This is an optimization exercise on Yosys and OpenROAD, whose aim is small area, a short achievable clock period and few clock cycles, not a production implementation.
The RTL was checked by simulation tests, not by an equivalence proof against the original design.

==> indigo: inputs <==
// battery_monitor_charge_detect
module battery_monitor_charge_detect #(
    parameter int HISTORY_DEPTH = 5
) (
    input  logic                              clk,
    input  logic                              rst_n,
    input  logic                              cfg_wr_en,
    input  logic [bmcd_pkg::CFG_IDX_W-1:0]    cfg_index,
    input  logic [bmcd_pkg::CFG_DATA_W-1:0]   cfg_data,
    input  logic                              in_valid,
    output logic                              in_ready,
    input  logic [2:0]                        in_action,
    input  logic [31:0]                       in_now_ms,
    input  logic [11:0]                       in_reading_mv,
    output logic                              out_valid,
    input  logic                              out_ready,
    output logic [12:0]                       out_voltage_mv,
    output logic [6:0]                        out_percent,
    output logic                              out_charging,
    output logic                              out_shutdown_request,
    output logic                              out_sleep_request
);
clock: 11.0 ns
lec_check: 0
cap_margin: 20
core_margin: 2
core_utilization: 60
place_density: 0.75
slew_margin: 20
standard.sh (not shown) runs the stock make flow with config.mk's settings and CLKGATE_MAP_FILE= SYNTH_SCRIPT=/design/flow/synth_recipe.tcl, a recipe that flattens the netlist after the stock synthesis.
==> flow/flow/run.sh <==
#!/bin/bash
set -euo pipefail
cd "$(dirname "$0")/.."
bash standard.sh SETUP_SLACK_MARGIN=7 finish > standard.log 2>&1
==> raven (differences from indigo) <==
--- a/flow/design.v
+++ b/flow/design.v
@@ -212,22 +212,19 @@
             p_s <= we_s;
             p_c <= we_c;
         end
     end
     logic [12:0] cv_r;
-    logic [20:0] cv200_r;    
     logic        chg_r;
     logic [31:0] rt_r, pt_r, at_r;
     logic [31:0] seen_r;
     logic        seen_v;
     logic [HD-1:0] slot_r;
     logic [12:0] hv_r [HD];
     logic [31:0] ht_r [HD];
     logic [HD-1:0] hvld_r;
     logic [12:0] ov_r;
-    logic [31:0] ot1_r, ot2_r;
-    logic        ov1_r, ov2_r;
     logic [7:0]  run_r;
     logic l_meas, l_pt, l_push, l_init, l_seen, l_at;
     logic        m_v, m_upd, m_qry, m_ref, m_act, m_ini;
     logic [31:0] m_now;
     logic [12:0] m_c;
@@ -251,19 +248,27 @@
         clamp = !ptot[29];
         rsum = pa + pb + 30'd4096;
         raw = rsum[28:13];
         clamp_v = clamp ? full_r : raw[12:0];
     end
+    logic [HD-1:0] slot1, slot2;
     logic [31:0] ta, tb;
     logic va, vb;
     logic ge_rt, ge_pt, ge_ta, ge_tb, ge_seen, ge_at;
     always_comb
     begin
-        ta = ot1_r;
-        tb = ot2_r;
-        va = ov1_r;
-        vb = ov2_r;
+        slot1 = {slot_r[HD-2:0], slot_r[HD-1]};
+        slot2 = {slot1[HD-2:0], slot1[HD-1]};
+        ta = '0;
+        tb = '0;
+        for (int k = 0; k < HD; k++)
+        begin
+            ta = ta | (ht_r[k] & {32{slot1[k]}});
+            tb = tb | (ht_r[k] & {32{slot2[k]}});
+        end
+        va = |(hvld_r & slot1);
+        vb = |(hvld_r & slot2);
     end
     bmcd_tcmp u_t_rt   (.n(p_now), .x(rt_r),   .k(cd_r),    .ge(ge_rt));
     bmcd_tcmp u_t_pt   (.n(p_now), .x(pt_r),   .k(hi_r),    .ge(ge_pt));
     bmcd_tcmp u_t_ta   (.n(p_now), .x(ta),     .k(bmcd_pkg::TREND_AGE_MS), .ge(ge_ta));
     bmcd_tcmp u_t_tb   (.n(p_now), .x(tb),     .k(bmcd_pkg::TREND_AGE_MS), .ge(ge_tb));
@@ -313,17 +318,13 @@
     logic stale, pd, age, gr, sl, meas;
     logic cv_nz;
     logic signed [13:0] dc, dco, dvo;
     logic spike, plug, unplug, take;
     logic [12:0] cv_new;
-    logic [20:0] c200, cv200_new;
     logic chg1, seen1;
     logic [HD-1:0] oslot, oslot2;
     logic [12:0] ov_next;
-    logic [HD-1:0] oslot3;
-    logic [31:0] ot1_next, ot2_next;
-    logic ov1_next, ov2_next;
     logic rise, fall, do_trend, chg2, seen_set, grace_ok, low;
     logic [7:0] run_inc, run_n;
     logic inc_ge, shut, sleep, push;
     always_comb
     begin
@@ -340,12 +341,10 @@
         spike = cv_nz && ((dc > 14'sd500) || (dc < -14'sd500));
         plug = cv_nz && (dc > 14'sd250);
         unplug = cv_nz && (dc < -14'sd200);
         take = meas && !spike;
         cv_new = take ? m_c : cv_r;
-        c200 = {1'b0, m_c, 7'b0} + {2'b0, m_c, 6'b0} + {5'b0, m_c, 3'b0};
-        cv200_new = take ? c200 : cv200_r;
         if (!meas)
             chg1 = chg_r;
         else if (take && plug)
             chg1 = 1'b1;
         else if (take && unplug)
@@ -385,39 +384,27 @@
         else
             run_n = '0;
         sleep = m_upd && !shut && !chg2 && sl;
         oslot = {slot_r[HD-2:0], slot_r[HD-1]};
         oslot2 = {oslot[HD-2:0], oslot[HD-1]};
-        oslot3 = {oslot2[HD-2:0], oslot2[HD-1]};
         ov_next = '0;
-        ot1_next = '0;
-        ot2_next = '0;
         for (int k = 0; k < HD; k++)
-        begin
             ov_next = ov_next | (hv_r[k] & {13{oslot2[k]}});
-            ot1_next = ot1_next | (ht_r[k] & {32{oslot2[k]}});
-            ot2_next = ot2_next | (ht_r[k] & {32{oslot3[k]}});
-        end
-        ov1_next = |(hvld_r & oslot2);
-        ov2_next = |(hvld_r & oslot3);
     end
     logic r_v, r_shut, r_sleep, r_meas;
     always_ff @(posedge clk or negedge rst_n)
     begin
         if (!rst_n)
         begin
             cv_r <= '0;
-            cv200_r <= '0;
             chg_r <= 1'b0;
             rt_r <= '0;
             pt_r <= '0;
             at_r <= '0;
             seen_v <= 1'b0;
             slot_r <= HD'(1);
             hvld_r <= '0;
-            ov1_r <= 1'b0;
-            ov2_r <= 1'b0;
             run_r <= '0;
             l_meas <= 1'b0;
             l_pt <= 1'b0;
             l_push <= 1'b0;
             l_init <= 1'b0;
@@ -426,32 +413,23 @@
             r_v <= 1'b0;
         end
         else if (adv)
         begin
             cv_r <= cv_new;
-            cv200_r <= cv200_new;
             chg_r <= chg2;
             if (meas)
                 rt_r <= m_now;
             if (push || m_ini)
                 pt_r <= m_now;
             if (m_act || m_ini)
                 at_r <= m_now;
             if (seen_set)
                 seen_v <= 1'b1;
             if (m_ini)
-            begin
                 hvld_r <= '1;
-                ov1_r <= 1'b1;
-                ov2_r <= 1'b1;
-            end
             else if (push)
-            begin
                 hvld_r <= hvld_r | slot_r;
-                ov1_r <= ov1_next;
-                ov2_r <= ov2_next;
-            end
             if (push)
                 slot_r <= oslot;
             run_r <= run_n;
             l_meas <= meas;
             l_pt <= push || m_ini;
@@ -471,35 +449,35 @@
                 begin
                     hv_r[k] <= cv_new;
                     ht_r[k] <= m_now;
                 end
             if (m_ini)
-            begin
                 ov_r <= cv_new;
-                ot1_r <= m_now;
-                ot2_r <= m_now;
-            end
             else if (push)
-            begin
                 ov_r <= ov_next;
-                ot1_r <= ot1_next;
-                ot2_r <= ot2_next;
-            end
             if (seen_set)
                 seen_r <= m_now;
             r_shut <= shut;
             r_sleep <= sleep;
             r_meas <= meas;
         end
     end
+    logic [21:0] na, nb, nc;
+    logic [21:0] ns1, nc1, ns2, nc2, ns3, nc3;
     logic [21:0] num, t6;
     logic        d_qc;
     logic [19:0] d_rc;
+    assign na = {2'b0, cv_r, 7'b0};
+    assign nb = {3'b0, cv_r, 6'b0};
+    assign nc = {6'b0, cv_r, 3'b0};
+    bmcd_csa #(.W(22)) u_nsa1 (.a(na), .b(nb), .c(nc), .s(ns1), .cy(nc1));
+    bmcd_csa #(.W(22)) u_nsa2 (.a(ns1), .b(nc1), .c(k2_r), .s(ns2), .cy(nc2));
+    bmcd_csa #(.W(22)) u_nsa3 (.a(ns1), .b(nc1), .c(k2m_r), .s(ns3), .cy(nc3));
     always_comb
     begin
-        num = 22'(cv200_r) + k2_r;
-        t6 = 22'(cv200_r) + k2m_r;
+        num = ns2 + nc2;
+        t6 = ns3 + nc3;
         d_qc = !t6[21];
         d_rc = d_qc ? t6[19:0] : num[19:0];
     end
     logic        d_v, d_chg, d_shut, d_sleep, d_meas, d_full, d_zero;
     logic [12:0] d_cv;
==> flow/run.sh (new file) <==
#!/bin/bash
# synth_recipe.tcl (not shown) runs the flow's synth.tcl, then flattens the netlist and writes it again
# the make line also repeats each setting of config.mk as NAME=value (left out here)
make -C /OpenROAD-flow-scripts/flow DESIGN_CONFIG=/design/flow/config.mk WORK_HOME=/design/flow/orfs CLKGATE_MAP_FILE= SYNTH_SCRIPT=/design/flow/synth_recipe.tcl finish
--- a/flow/config.mk
+++ b/flow/config.mk
@@ -5,8 +5,10 @@
 export SDC_FILE = /design/flow/constraint.sdc
 export NUM_CORES = 4
 export LEC_CHECK = 0
 export CAP_MARGIN = 20
 export CORE_MARGIN = 2
-export CORE_UTILIZATION = 60
-export PLACE_DENSITY = 0.75
+export CORE_UTILIZATION = 40
+export GPL_TIMING_DRIVEN = 1
+export PLACE_DENSITY = 0.6
+export SETUP_SLACK_MARGIN = 5
 export SLEW_MARGIN = 20
removed: flow/flow/run.sh
removed: flow/standard.sh
==> ember (differences from indigo) <==
--- a/flow/design.v
+++ b/flow/design.v
@@ -116,21 +116,22 @@
     logic [31:0] limit;
     logic        tmo_nz_r;
     logic [12:0] span_r;
     logic [13:0] den;
     logic [15:0] den3_r;
-    logic [21:0] e200_r, k2_r, k2m_r;
+    logic [21:0] k2_r, k2m_r;
     always_ff @(posedge clk)
     begin
         tmo125_r <= {tmo_r, 7'b0} - {5'b0, tmo_r, 2'b0} + 23'(tmo_r);
         tmo1875_r <= {tmo125_r, 4'b0} - 27'(tmo125_r);
         tmo_nz_r <= (tmo_r != '0);
         span_r <= full_r - empty_r;
         den3_r <= 16'({span_r, 1'b0}) + 16'({span_r, 2'b0});
-        e200_r <= 22'(empty_r) * 22'd200;
-        k2_r <= 22'(span_r) - e200_r;
-        k2m_r <= k2_r - {2'b0, den, 6'b0};
+        k2_r <= 22'(full_r) - {2'b0, empty_r, 7'b0} - {3'b0, empty_r, 6'b0}
+                - {6'b0, empty_r, 3'b0} - 22'(empty_r);
+        k2m_r <= 22'(full_r) - {2'b0, full_r, 7'b0} - {3'b0, empty_r, 6'b0}
+                 - {6'b0, empty_r, 3'b0} - 22'(empty_r);
     end
     assign limit = {tmo1875_r, 5'b0};
     assign den = {span_r, 1'b0};
     logic s_v, o_v;
     logic rdy_r;
@@ -212,22 +213,19 @@
             p_s <= we_s;
             p_c <= we_c;
         end
     end
     logic [12:0] cv_r;
-    logic [20:0] cv200_r;    
     logic        chg_r;
     logic [31:0] rt_r, pt_r, at_r;
     logic [31:0] seen_r;
     logic        seen_v;
     logic [HD-1:0] slot_r;
     logic [12:0] hv_r [HD];
     logic [31:0] ht_r [HD];
     logic [HD-1:0] hvld_r;
     logic [12:0] ov_r;
-    logic [31:0] ot1_r, ot2_r;
-    logic        ov1_r, ov2_r;
     logic [7:0]  run_r;
     logic l_meas, l_pt, l_push, l_init, l_seen, l_at;
     logic        m_v, m_upd, m_qry, m_ref, m_act, m_ini;
     logic [31:0] m_now;
     logic [12:0] m_c;
@@ -251,19 +249,27 @@
         clamp = !ptot[29];
         rsum = pa + pb + 30'd4096;
         raw = rsum[28:13];
         clamp_v = clamp ? full_r : raw[12:0];
     end
+    logic [HD-1:0] slot1, slot2;
     logic [31:0] ta, tb;
     logic va, vb;
     logic ge_rt, ge_pt, ge_ta, ge_tb, ge_seen, ge_at;
     always_comb
     begin
-        ta = ot1_r;
-        tb = ot2_r;
-        va = ov1_r;
-        vb = ov2_r;
+        slot1 = {slot_r[HD-2:0], slot_r[HD-1]};
+        slot2 = {slot1[HD-2:0], slot1[HD-1]};
+        ta = '0;
+        tb = '0;
+        for (int k = 0; k < HD; k++)
+        begin
+            ta = ta | (ht_r[k] & {32{slot1[k]}});
+            tb = tb | (ht_r[k] & {32{slot2[k]}});
+        end
+        va = |(hvld_r & slot1);
+        vb = |(hvld_r & slot2);
     end
     bmcd_tcmp u_t_rt   (.n(p_now), .x(rt_r),   .k(cd_r),    .ge(ge_rt));
     bmcd_tcmp u_t_pt   (.n(p_now), .x(pt_r),   .k(hi_r),    .ge(ge_pt));
     bmcd_tcmp u_t_ta   (.n(p_now), .x(ta),     .k(bmcd_pkg::TREND_AGE_MS), .ge(ge_ta));
     bmcd_tcmp u_t_tb   (.n(p_now), .x(tb),     .k(bmcd_pkg::TREND_AGE_MS), .ge(ge_tb));
@@ -313,17 +319,13 @@
     logic stale, pd, age, gr, sl, meas;
     logic cv_nz;
     logic signed [13:0] dc, dco, dvo;
     logic spike, plug, unplug, take;
     logic [12:0] cv_new;
-    logic [20:0] c200, cv200_new;
     logic chg1, seen1;
     logic [HD-1:0] oslot, oslot2;
     logic [12:0] ov_next;
-    logic [HD-1:0] oslot3;
-    logic [31:0] ot1_next, ot2_next;
-    logic ov1_next, ov2_next;
     logic rise, fall, do_trend, chg2, seen_set, grace_ok, low;
     logic [7:0] run_inc, run_n;
     logic inc_ge, shut, sleep, push;
     always_comb
     begin
@@ -340,12 +342,10 @@
         spike = cv_nz && ((dc > 14'sd500) || (dc < -14'sd500));
         plug = cv_nz && (dc > 14'sd250);
         unplug = cv_nz && (dc < -14'sd200);
         take = meas && !spike;
         cv_new = take ? m_c : cv_r;
-        c200 = {1'b0, m_c, 7'b0} + {2'b0, m_c, 6'b0} + {5'b0, m_c, 3'b0};
-        cv200_new = take ? c200 : cv200_r;
         if (!meas)
             chg1 = chg_r;
         else if (take && plug)
             chg1 = 1'b1;
         else if (take && unplug)
@@ -385,39 +385,27 @@
         else
             run_n = '0;
         sleep = m_upd && !shut && !chg2 && sl;
         oslot = {slot_r[HD-2:0], slot_r[HD-1]};
         oslot2 = {oslot[HD-2:0], oslot[HD-1]};
-        oslot3 = {oslot2[HD-2:0], oslot2[HD-1]};
         ov_next = '0;
-        ot1_next = '0;
-        ot2_next = '0;
         for (int k = 0; k < HD; k++)
-        begin
             ov_next = ov_next | (hv_r[k] & {13{oslot2[k]}});
-            ot1_next = ot1_next | (ht_r[k] & {32{oslot2[k]}});
-            ot2_next = ot2_next | (ht_r[k] & {32{oslot3[k]}});
-        end
-        ov1_next = |(hvld_r & oslot2);
-        ov2_next = |(hvld_r & oslot3);
     end
     logic r_v, r_shut, r_sleep, r_meas;
     always_ff @(posedge clk or negedge rst_n)
     begin
         if (!rst_n)
         begin
             cv_r <= '0;
-            cv200_r <= '0;
             chg_r <= 1'b0;
             rt_r <= '0;
             pt_r <= '0;
             at_r <= '0;
             seen_v <= 1'b0;
             slot_r <= HD'(1);
             hvld_r <= '0;
-            ov1_r <= 1'b0;
-            ov2_r <= 1'b0;
             run_r <= '0;
             l_meas <= 1'b0;
             l_pt <= 1'b0;
             l_push <= 1'b0;
             l_init <= 1'b0;
@@ -426,32 +414,23 @@
             r_v <= 1'b0;
         end
         else if (adv)
         begin
             cv_r <= cv_new;
-            cv200_r <= cv200_new;
             chg_r <= chg2;
             if (meas)
                 rt_r <= m_now;
             if (push || m_ini)
                 pt_r <= m_now;
             if (m_act || m_ini)
                 at_r <= m_now;
             if (seen_set)
                 seen_v <= 1'b1;
             if (m_ini)
-            begin
                 hvld_r <= '1;
-                ov1_r <= 1'b1;
-                ov2_r <= 1'b1;
-            end
             else if (push)
-            begin
                 hvld_r <= hvld_r | slot_r;
-                ov1_r <= ov1_next;
-                ov2_r <= ov2_next;
-            end
             if (push)
                 slot_r <= oslot;
             run_r <= run_n;
             l_meas <= meas;
             l_pt <= push || m_ini;
@@ -471,35 +450,35 @@
                 begin
                     hv_r[k] <= cv_new;
                     ht_r[k] <= m_now;
                 end
             if (m_ini)
-            begin
                 ov_r <= cv_new;
-                ot1_r <= m_now;
-                ot2_r <= m_now;
-            end
             else if (push)
-            begin
                 ov_r <= ov_next;
-                ot1_r <= ot1_next;
-                ot2_r <= ot2_next;
-            end
             if (seen_set)
                 seen_r <= m_now;
             r_shut <= shut;
             r_sleep <= sleep;
             r_meas <= meas;
         end
     end
+    logic [21:0] na, nb, nc;
+    logic [21:0] ns1, nc1, ns2, nc2, ns3, nc3;
     logic [21:0] num, t6;
     logic        d_qc;
     logic [19:0] d_rc;
+    assign na = {2'b0, cv_r, 7'b0};
+    assign nb = {3'b0, cv_r, 6'b0};
+    assign nc = {6'b0, cv_r, 3'b0};
+    bmcd_csa #(.W(22)) u_nsa1 (.a(na), .b(nb), .c(nc), .s(ns1), .cy(nc1));
+    bmcd_csa #(.W(22)) u_nsa2 (.a(ns1), .b(nc1), .c(k2_r), .s(ns2), .cy(nc2));
+    bmcd_csa #(.W(22)) u_nsa3 (.a(ns1), .b(nc1), .c(k2m_r), .s(ns3), .cy(nc3));
     always_comb
     begin
-        num = 22'(cv200_r) + k2_r;
-        t6 = 22'(cv200_r) + k2m_r;
+        num = ns2 + nc2;
+        t6 = ns3 + nc3;
         d_qc = !t6[21];
         d_rc = d_qc ? t6[19:0] : num[19:0];
     end
     logic        d_v, d_chg, d_shut, d_sleep, d_meas, d_full, d_zero;
     logic [12:0] d_cv;
==> flow/run.sh (new file) <==
#!/bin/bash
# synth_recipe.tcl (not shown) runs the flow's synth.tcl, then flattens the netlist and writes it again
# the make line also repeats each setting of config.mk as NAME=value (left out here)
make -C /OpenROAD-flow-scripts/flow DESIGN_CONFIG=/design/flow/config.mk WORK_HOME=/design/flow/orfs CLKGATE_MAP_FILE= SYNTH_SCRIPT=/design/flow/synth_recipe.tcl finish
--- a/flow/config.mk
+++ b/flow/config.mk
@@ -7,6 +7,7 @@
 export LEC_CHECK = 0
 export CAP_MARGIN = 20
 export CORE_MARGIN = 2
 export CORE_UTILIZATION = 60
 export PLACE_DENSITY = 0.75
+export SETUP_SLACK_MARGIN = 5
 export SLEW_MARGIN = 20
removed: flow/flow/run.sh
removed: flow/standard.sh
==> qor summary <==
|  | ember | indigo | raven |
|---|---|---|---|
| Setup ws final | 5.777 ns | 6.867 ns | 6.178 ns |
| Launch point of the worst path | p_now[1] | m_c[0] | cv_r[4] |
| Routability congestion estimate | 0.9850 | 0.9878 | 0.9283 |
| Result of the run | timing/DRC/antenna clean | timing/DRC/antenna clean | timing/DRC/antenna clean |
| Transition time of the tightest slew-check pin | 1.115 ns | 1.107 ns | 1.141 ns |
| Die area | 131300 sq um | 136100 sq um | 195400 sq um |
| Highest-delay cell along the critical path | sky130_fd_sc_hd__edfxtp_1 | sky130_fd_sc_hd__or4b_4 | sky130_fd_sc_hd__nor2_4 |
| Topmost layer with routed signal wires | met4 | met5 | met4 |
| Clock buffer count from CTS | 115 | 134 | 133 |
| Multi-input combinational area share | 0.5116 | 0.4876 | 0.4949 |
| Post-Syn Nets | 8566 | 8760 | 8560 |
| Sequential fraction of total cell area | 0.3561 | 0.3683 | 0.3554 |
| Vias in the first global route | 55.48k | 58.05k | 54.24k |
| EDFF count, synth | 648 | 712 | 648 |
| Global routing usage on met1 | 0.4279 | 0.4732 | 0.2874 |
| Fraction of synthesis flops using an asynchronous set or reset pin | 0.2970 | 0.2879 | 0.2916 |
| Seq cells post-synth | 1091 | 1195 | 1111 |
| # fillers | 9703 | 9871 | 17.64k |
Testbench counts of indigo, summed over its fixed seeds: cycles 2,464.
Testbench counts of raven, summed over its fixed seeds: cycles 2,464.
Testbench counts of ember, summed over its fixed seeds: cycles 2,464.

==> port drivers added, routing unchanged <==
The results above use ideal ports. As a check the final layouts listed here were re-extracted and re-timed, cells and wires unchanged.
Step 1 sets driving cells, clkbuf_16 on the clock port and buf_2 on the other inputs (assumed; they add their load-dependent delay and slew).
Step 2 adds t to the input delays and takes it off the output delays; t is the mean of the earliest and latest rising clock arrival at the registers after step 1. Input paths then give back, and output paths get back, about the clock's delay inside the block.
a / b / c = ideal / step 1 / step 2; a / b = the first two.
run | t, ns | setup slack, ns | latest minus earliest clock arrival (ns)
indigo | 0.864 | 6.867 / 6.867 / 6.636 | 0.035 / 0.034
raven | 0.878 | 6.178 / 6.178 / 6.178 | 0.039 / 0.038
ember | 0.817 | 5.777 / 5.777 / 5.777 | 0.044 / 0.045
After both steps setup and hold are still met in every run listed. For indigo, which loses most, drivers alone change the setup slack by 0.000 ns; drivers and shift together by -0.231 ns.
